From an optimization exercise on the open Yosys and OpenROAD flow, aimed at small area, a short achievable clock period and few clock cycles per item; shortcuts taken in it are not production practice.
The RTL was checked by simulation tests, not by an equivalence proof against the original design.
Power figures rest on the tool's default switching activity, not on a simulated workload.

==> raven: inputs <==
==> flow/design.v <==
package kal_pkg;
	localparam int KEY_W     = 32;
	localparam int PAYLOAD_W = 32;
	localparam int CAP_W     = 5;
	localparam int POS_W     = 5;
	localparam int FOUND_W   = 4;
	localparam int COUNT_W   = 5;
	localparam logic [4:0] CAP_RESET = 5'd10;
endpackage
module kal_store (
	input  logic              clk,
	input  logic [15:0]       we,
	input  logic [31:0]       wkey,
	input  logic [31:0]       wpay,
	output logic [16*32-1:0]  keys,
	output logic [16*32-1:0]  pays
);
	logic [31:0] mk [0:15];
	logic [31:0] mp [0:15];
	always_ff @(posedge clk) begin
		for (int s = 0; s < 16; s++) begin
			if (we[s]) begin
				mk[s] <= wkey;
				mp[s] <= wpay;
			end
		end
	end
	always_comb begin
		for (int s = 0; s < 16; s++) begin
			keys[s*32 +: 32] = mk[s];
			pays[s*32 +: 32] = mp[s];
		end
	end
endmodule
module keyed_array_list #(
	parameter int MAX_ENTRIES = 16
) (
	input  logic                  clk,
	input  logic                  arst_n,
	input  logic                  cfg_we,
	input  logic [kal_pkg::CAP_W-1:0]      cfg_data,
	input  logic                  in_valid,
	output logic                  in_stall,
	input  logic [1:0]            kind,
	input  logic [kal_pkg::KEY_W-1:0]      key,
	input  logic [kal_pkg::PAYLOAD_W-1:0]  payload,
	input  logic [kal_pkg::POS_W-1:0]      position,
	output logic                  out_valid,
	input  logic                  out_stall,
	output logic [2:0]            status,
	output logic [kal_pkg::FOUND_W-1:0]    found_position,
	output logic [kal_pkg::COUNT_W-1:0]    entry_count_out,
	output logic                  is_empty,
	output logic                  is_full,
	output logic [kal_pkg::PAYLOAD_W-1:0] found_payload
);
	logic [4:0] ecap_q;
	logic [4:0] cfg_ecap;
	always_comb begin
		if (cfg_data == 5'd0) begin
			cfg_ecap = 5'd1;
		end else if (cfg_data > 5'd16) begin
			cfg_ecap = 5'd16;
		end else begin
			cfg_ecap = cfg_data;
		end
	end
	always_ff @(posedge clk or negedge arst_n) begin
		if (!arst_n) begin
			ecap_q <= kal_pkg::CAP_RESET;
		end else if (cfg_we) begin
			ecap_q <= cfg_ecap;
		end
	end
	logic run_q;
	logic in_stall_q;
	assign in_stall = in_stall_q;
	logic [3:0]  ord_q [0:15];
	logic [3:0]  ord [0:15];        
	logic [4:0]  n_q;
	logic [15:0] vmask;             
	logic [3:0]  fs_q;              
	logic [3:0]  fs;
	logic        full_q;            
	logic [15:0] m_up, m_dn, m_new;  
	logic        l_ins, l_rem;      
	logic        l_fsfix;           
	logic [15:0]      mem_we;
	logic [16*32-1:0] keys, pays;
	logic        b_v, c_v;
	logic [1:0]  b_kind;
	logic [31:0] b_key, b_pay;
	logic [4:0]  b_pos;
	logic [15:0] b_pmo;
	logic        b_eq;
	logic        b_bp_m1, b_bp_0, b_bp_p1;
	logic [2:0]  c_st;
	logic [3:0]  c_fpos, c_fslot;
	logic [4:0]  c_cnt;
	logic        c_em, c_fu, c_found;
	kal_store u_store (
		.clk (clk),
		.we  (mem_we),
		.wkey(b_key),
		.wpay(b_pay),
		.keys(keys),
		.pays(pays)
	);
	always_comb begin
		for (int p = 0; p < 15; p++) begin
			ord[p] = ord_q[p];
		end
		ord[15] = l_rem ? c_fslot : ord_q[15];
		fs      = l_fsfix ? c_fslot : fs_q;
	end
	logic [15:0] raw;
	logic [15:0] pmo;
	always_comb begin
		for (int s = 0; s < 16; s++) begin
			raw[s] = (keys[s*32 +: 32] == key);
		end
		for (int p = 0; p < 16; p++) begin
			pmo[p] = raw[ord[p]];
		end
	end
	always_ff @(posedge clk or negedge arst_n) begin
		if (!arst_n) begin
			b_v <= 1'b0;
		end else if (run_q) begin
			b_v <= in_valid;
		end
	end
	always_ff @(posedge clk) begin
		if (run_q) begin
			b_kind  <= kind;
			b_key   <= key;
			b_pay   <= payload;
			b_pos   <= position;
			b_pmo   <= pmo;
			b_eq    <= (key == b_key);
			b_bp_m1 <= ({1'b0, position} > {1'b0, n_q} - 6'd1);
			b_bp_0  <= (position > n_q);
			b_bp_p1 <= ({1'b0, position} > {1'b0, n_q} + 6'd1);
		end
	end
	logic [15:0] pm, lower, ge, first_oh, le_n, qdec, gtq;
	logic        found, is_sr, is_ins, is_rem, badpos, ins_ok, rem_ok, exec;
	logic [4:0]  q;
	logic [3:0]  fpos, fslot;
	logic [2:0]  st;
	logic [4:0]  n_p1, n_m1, n_nx;
	logic        fu_p1, fu_m1, full_nx, em_nx;
	logic [15:0] vmask_nx;
	logic [3:0]  fs_nx;
	logic [3:0]  ord_nx [0:15];
	logic [3:0]  ord_n1;
	always_comb begin
		for (int p = 0; p < 16; p++) begin
			if (m_up[p]) begin
				pm[p] = (p > 0) ? b_pmo[(p > 0) ? p - 1 : 0] : 1'b0;
			end else if (m_dn[p]) begin
				pm[p] = (p < 15) ? b_pmo[(p < 15) ? p + 1 : 15] : 1'b0;
			end else if (m_new[p]) begin
				pm[p] = b_eq;
			end else begin
				pm[p] = b_pmo[p];
			end
			pm[p] = pm[p] & vmask[p];
		end
		lower[0] = 1'b0;
		for (int p = 1; p < 16; p++) begin
			lower[p] = lower[p-1] | pm[p-1];
		end
		ge       = lower | pm;
		first_oh = pm & ~lower;
		found    = |pm;
		fpos  = '0;
		fslot = '0;
		for (int p = 0; p < 16; p++) begin
			fpos  = fpos  | ({4{first_oh[p]}} & 4'(p));
			fslot = fslot | ({4{first_oh[p]}} & ord[p]);
		end
		exec   = run_q & b_v;
		is_sr  = b_kind[0] ^ b_kind[1];
		is_ins = !is_sr;
		is_rem = (b_kind == 2'd2);
		q      = b_kind[0] ? b_pos : n_q;
		badpos = b_kind[0] & (l_ins ? b_bp_p1 : l_rem ? b_bp_m1 : b_bp_0);
		ins_ok = exec & is_ins & !full_q & !badpos;
		rem_ok = exec & is_rem & found;
		if (is_ins) begin
			st = full_q ? 3'd1 : badpos ? 3'd2 : 3'd0;
		end else begin
			st = found ? 3'd0 : (n_q == 5'd0) ? 3'd4 : 3'd3;
		end
		for (int p = 0; p < 16; p++) begin
			qdec[p] = (q == 5'(p));
			gtq[p]  = (5'(p) > q);
			le_n[p] = (p == 0) ? 1'b1 : vmask[(p > 0) ? p - 1 : 0];
		end
		n_p1   = n_q + 5'd1;
		n_m1   = n_q - 5'd1;
		fu_p1  = (n_p1 >= ecap_q);
		fu_m1  = (n_m1 >= ecap_q) && (n_q != 5'd0);
		ord_n1 = ord[n_p1[3:0]];
		if (ins_ok) begin
			n_nx     = n_p1;
			full_nx  = fu_p1;
			em_nx    = 1'b0;
			vmask_nx = le_n;
			fs_nx    = ord_n1;
		end else if (rem_ok) begin
			n_nx     = n_m1;
			full_nx  = fu_m1;
			em_nx    = (n_q == 5'd1);
			vmask_nx = {1'b0, vmask[15:1]};
			fs_nx    = fs;
		end else begin
			n_nx     = n_q;
			full_nx  = full_q;
			em_nx    = (n_q == 5'd0);
			vmask_nx = vmask;
			fs_nx    = fs;
		end
		for (int p = 0; p < 16; p++) begin
			if (ins_ok && qdec[p]) begin
				ord_nx[p] = fs;
			end else if (ins_ok && gtq[p] && le_n[p]) begin
				ord_nx[p] = ord[(p > 0) ? p - 1 : 0];
			end else if (exec && is_rem && ge[p] && p < 15) begin
				ord_nx[p] = ord[(p < 15) ? p + 1 : 15];
			end else begin
				ord_nx[p] = ord[p];
			end
		end
		for (int s = 0; s < 16; s++) begin
			mem_we[s] = ins_ok & (fs == 4'(s));
		end
	end
	always_ff @(posedge clk or negedge arst_n) begin
		if (!arst_n) begin
			n_q   <= '0;
			vmask <= '0;
			fs_q  <= '0;
			full_q <= 1'b0;
			l_ins  <= 1'b0;
			l_rem  <= 1'b0;
			l_fsfix <= 1'b0;
			for (int p = 0; p < 16; p++) begin
				ord_q[p] <= 4'(p);
			end
		end else begin
			if (cfg_we) begin
				full_q <= (n_q >= cfg_ecap);
			end else if (run_q) begin
				full_q <= full_nx;
			end
			if (run_q) begin
				n_q     <= n_nx;
				vmask   <= vmask_nx;
				fs_q    <= fs_nx;
				l_ins   <= ins_ok;
				l_rem   <= rem_ok;
				l_fsfix <= rem_ok & n_q[4];
				for (int p = 0; p < 16; p++) begin
					ord_q[p] <= ord_nx[p];
				end
			end
		end
	end
	always_ff @(posedge clk) begin
		if (run_q) begin
			m_up   <= ins_ok ? (gtq & le_n) : '0;
			m_dn   <= rem_ok ? ge : '0;
			m_new  <= ins_ok ? qdec : '0;
		end
	end
	always_ff @(posedge clk or negedge arst_n) begin
		if (!arst_n) begin
			c_v <= 1'b0;
		end else if (run_q) begin
			c_v <= b_v;
		end
	end
	always_ff @(posedge clk) begin
		if (run_q) begin
			c_st    <= st;
			c_fpos  <= (is_sr & found) ? fpos : 4'd0;
			c_fslot <= fslot;
			c_found <= is_sr & found;
			c_cnt   <= n_nx;
			c_em    <= em_nx;
			c_fu    <= full_nx;
		end
	end
	logic [31:0] pay_d;
	logic [45:0] res_d;
	logic        produce, o_v, o2_v, take;
	logic [45:0] o_q, o2_q;
	always_comb begin
		pay_d = '0;
		for (int s = 0; s < 16; s++) begin
			pay_d = pay_d | ({32{c_found && c_fslot == 4'(s)}} & pays[s*32 +: 32]);
		end
		res_d   = {c_st, c_fpos, c_cnt, c_em, c_fu, pay_d};
		produce = run_q & c_v;
		take    = o_v & !out_stall;
	end
	logic o_v_nx, o2_v_nx;
	always_comb begin
		if (!o_v || take) begin
			o_v_nx  = o2_v | produce;
			o2_v_nx = o2_v & produce;
		end else begin
			o_v_nx  = 1'b1;
			o2_v_nx = o2_v | produce;
		end
	end
	always_ff @(posedge clk or negedge arst_n) begin
		if (!arst_n) begin
			o_v        <= 1'b0;
			o2_v       <= 1'b0;
			run_q      <= 1'b1;
			in_stall_q <= 1'b0;
		end else begin
			o_v        <= o_v_nx;
			o2_v       <= o2_v_nx;
			run_q      <= !(o_v_nx & o2_v_nx);
			in_stall_q <= o_v_nx & o2_v_nx;
		end
	end
	always_ff @(posedge clk) begin
		if (!o_v || take) begin
			o_q <= o2_v ? o2_q : res_d;
		end
		if (produce && (o2_v || (o_v && !take))) begin
			o2_q <= res_d;
		end
	end
	assign out_valid       = o_v;
	assign status          = o_q[45:43];
	assign found_position  = o_q[42:39];
	assign entry_count_out = o_q[38:34];
	assign is_empty        = o_q[33];
	assign is_full         = o_q[32];
	assign found_payload   = o_q[31:0];
endmodule
==> flow/run.sh <==
#!/bin/bash
# synth_recipe.tcl (not shown) runs the flow's synth.tcl, then flattens the netlist and writes it again
# the make line also repeats each setting of config.mk as NAME=value (left out here)
make -C /OpenROAD-flow-scripts/flow DESIGN_CONFIG=/design/flow/config.mk WORK_HOME=/design/flow/orfs CLKGATE_MAP_FILE= SYNTH_SCRIPT=/design/flow/synth_recipe.tcl finish
==> flow/config.mk <==
export PLATFORM = sky130hd
export DESIGN_NAME = keyed_array_list
export DESIGN_NICKNAME = keyed_array_list
export VERILOG_FILES = /design/flow/design.v
export SDC_FILE = /design/flow/constraint.sdc
export NUM_CORES = 4
export LEC_CHECK = 0
export ABC_CLOCK_PERIOD_IN_PS = 2800
export CAP_MARGIN = 20
export CORE_MARGIN = 6
export CORE_UTILIZATION = 40
export PLACE_DENSITY = 0.6
export SETUP_SLACK_MARGIN = 3.2
export SLEW_MARGIN = 20
==> flow/constraint.sdc <==
create_clock -name core_clock -period 6.0 [get_ports {clk}]
set_input_delay 1.2000 -clock core_clock [delete_from_list [all_inputs] [get_ports {clk}]]
set_output_delay 1.2000 -clock core_clock [all_outputs]
set_load 0.01 [all_outputs]
==> inputs of onyx, as changes to raven <==
--- a/flow/design.v
+++ b/flow/design.v
@@ -73,8 +73,9 @@
 		end
 	end
 	logic run_q;
-	logic in_stall_q;
-	assign in_stall = in_stall_q;
+	logic o_v_w;
+	assign run_q    = !(o_v_w && out_stall);
+	assign in_stall = !run_q;
 	logic [3:0]  ord_q [0:15];
 	logic [3:0]  ord [0:15];        
 	logic [4:0]  n_q;
@@ -295,48 +296,28 @@
 	end
 	logic [31:0] pay_d;
 	logic [45:0] res_d;
-	logic        produce, o_v, o2_v, take;
-	logic [45:0] o_q, o2_q;
+	logic        o_v;
+	logic [45:0] o_q;
 	always_comb begin
 		pay_d = '0;
 		for (int s = 0; s < 16; s++) begin
 			pay_d = pay_d | ({32{c_found && c_fslot == 4'(s)}} & pays[s*32 +: 32]);
 		end
-		res_d   = {c_st, c_fpos, c_cnt, c_em, c_fu, pay_d};
-		produce = run_q & c_v;
-		take    = o_v & !out_stall;
-	end
-	logic o_v_nx, o2_v_nx;
-	always_comb begin
-		if (!o_v || take) begin
-			o_v_nx  = o2_v | produce;
-			o2_v_nx = o2_v & produce;
-		end else begin
-			o_v_nx  = 1'b1;
-			o2_v_nx = o2_v | produce;
-		end
+		res_d = {c_st, c_fpos, c_cnt, c_em, c_fu, pay_d};
 	end
 	always_ff @(posedge clk or negedge arst_n) begin
 		if (!arst_n) begin
-			o_v        <= 1'b0;
-			o2_v       <= 1'b0;
-			run_q      <= 1'b1;
-			in_stall_q <= 1'b0;
-		end else begin
-			o_v        <= o_v_nx;
-			o2_v       <= o2_v_nx;
-			run_q      <= !(o_v_nx & o2_v_nx);
-			in_stall_q <= o_v_nx & o2_v_nx;
+			o_v <= 1'b0;
+		end else if (run_q) begin
+			o_v <= c_v;
 		end
 	end
 	always_ff @(posedge clk) begin
-		if (!o_v || take) begin
-			o_q <= o2_v ? o2_q : res_d;
-		end
-		if (produce && (o2_v || (o_v && !take))) begin
-			o2_q <= res_d;
+		if (run_q) begin
+			o_q <= res_d;
 		end
 	end
+	assign o_v_w           = o_v;
 	assign out_valid       = o_v;
 	assign status          = o_q[45:43];
 	assign found_position  = o_q[42:39];
==> flow/flow/run.sh (new file) <==
#!/bin/bash
# Own layout flow: the standard flow (standard.sh, unchanged synthesis and
# steps) with two placement/CTS choices the flow settings cannot make:
#  - port buffers are plain buf_2 cells (resizable later) instead of the
#    delay cells buffer_ports picks by default;
#  - clock tree sinks are clustered without dummy loads.
# Each tool's output is in the ORFS logs under orfs/logs; the make run's own
# output goes to flow_make.log here.
set -uo pipefail
export BUFFER_PORTS_ARGS="-buffer_cell sky130_fd_sc_hd__buf_2"
export CTS_ARGS="-sink_clustering_enable -repair_clock_nets -sink_clustering_size 30 -sink_clustering_max_diameter 80 -dont_use_dummy_load"
bash standard.sh > flow_make.log 2>&1
rc=$?
# keep a copy of every ORFS step log beside the make log
mkdir -p logs_orfs
cp -r orfs/logs/*/keyed_array_list/base/. logs_orfs/ 2>/dev/null || true
exit $rc
==> flow/standard.sh (new file) <==
#!/bin/bash
# synth_recipe.tcl (not shown) runs the flow's synth.tcl, then flattens the netlist and writes it again
# the make line also repeats each setting of config.mk as NAME=value (left out here)
make -C /OpenROAD-flow-scripts/flow DESIGN_CONFIG=/design/flow/config.mk WORK_HOME=/design/flow/orfs CLKGATE_MAP_FILE= SYNTH_SCRIPT=/design/flow/synth_recipe.tcl "${@:-finish}"
- CORE_UTILIZATION: 40 -> 62
- PLACE_DENSITY: 0.6 -> 0.72
- TNS_END_PERCENT: unset -> 30
removed: flow/run.sh
==> qor summary <==
metric	onyx	raven
Top cell type's share of synthesized area	0.6368	0.6512
Ys async rst share	0.07600	0.07547
Area fraction in compound gates after synthesis	0.08297	0.07700
Post-route clock skew	0.1054 ns	0.03582 ns
Int Power	15840 uW	20640 uW
Post-route insts no fill	5265	6320
Result of the run	finished clean	finished clean
Reg2reg end	ord_q[12][1]	ord_q[10][2]
Post-Route M1 WL	65440 um	78790 um
Total number of nets in the final design	4139	4400
Y dimension of the die	317.6 um	395.2 um
Total routing usage reported by global routing	0.3410	0.2369
Worst hold-check slack	0.4214 ns	0.4480 ns
Count of plain and timing-repair buffers	457	571
Final Instance Area	66050 um2	74080 um2
Testbench counts of raven, summed over its fixed seeds: cycles 2,584, items 2,560.
Testbench counts of onyx, summed over its fixed seeds: cycles 2,584, items 2,560.

==> port drivers added, routing unchanged <==
How much do the figures lean on ideal ports? The routed layouts below were timed once more, with nothing changed but the port constraints. Step 1 sets driving cells, clkbuf_16 on the clock port and buf_2 on the other inputs (assumed; they add their load-dependent delay and slew). Step 2, shift: input delay + t, output delay - t, t = (earliest + latest rising clock arrival at the registers) / 2. This alone moves slack from input paths to output paths. Slacks: no drivers / after step 1 / after step 2; pairs: no drivers / after step 1.
run	t, ns	slack for setup (ns)	hold slack, ns	worst setup path at the end
raven	0.853	2.777 / 2.777 / 2.089	0.448 / 0.448 / 0.448	input to register
onyx	0.758	2.836 / 2.760 / 2.003	0.421 / 0.421 / 0.421	input to register
After both steps setup and hold are still met in every run listed. The setup slack of onyx, which loses most, moves by -0.076 ns with the drivers and by -0.833 ns with both steps.
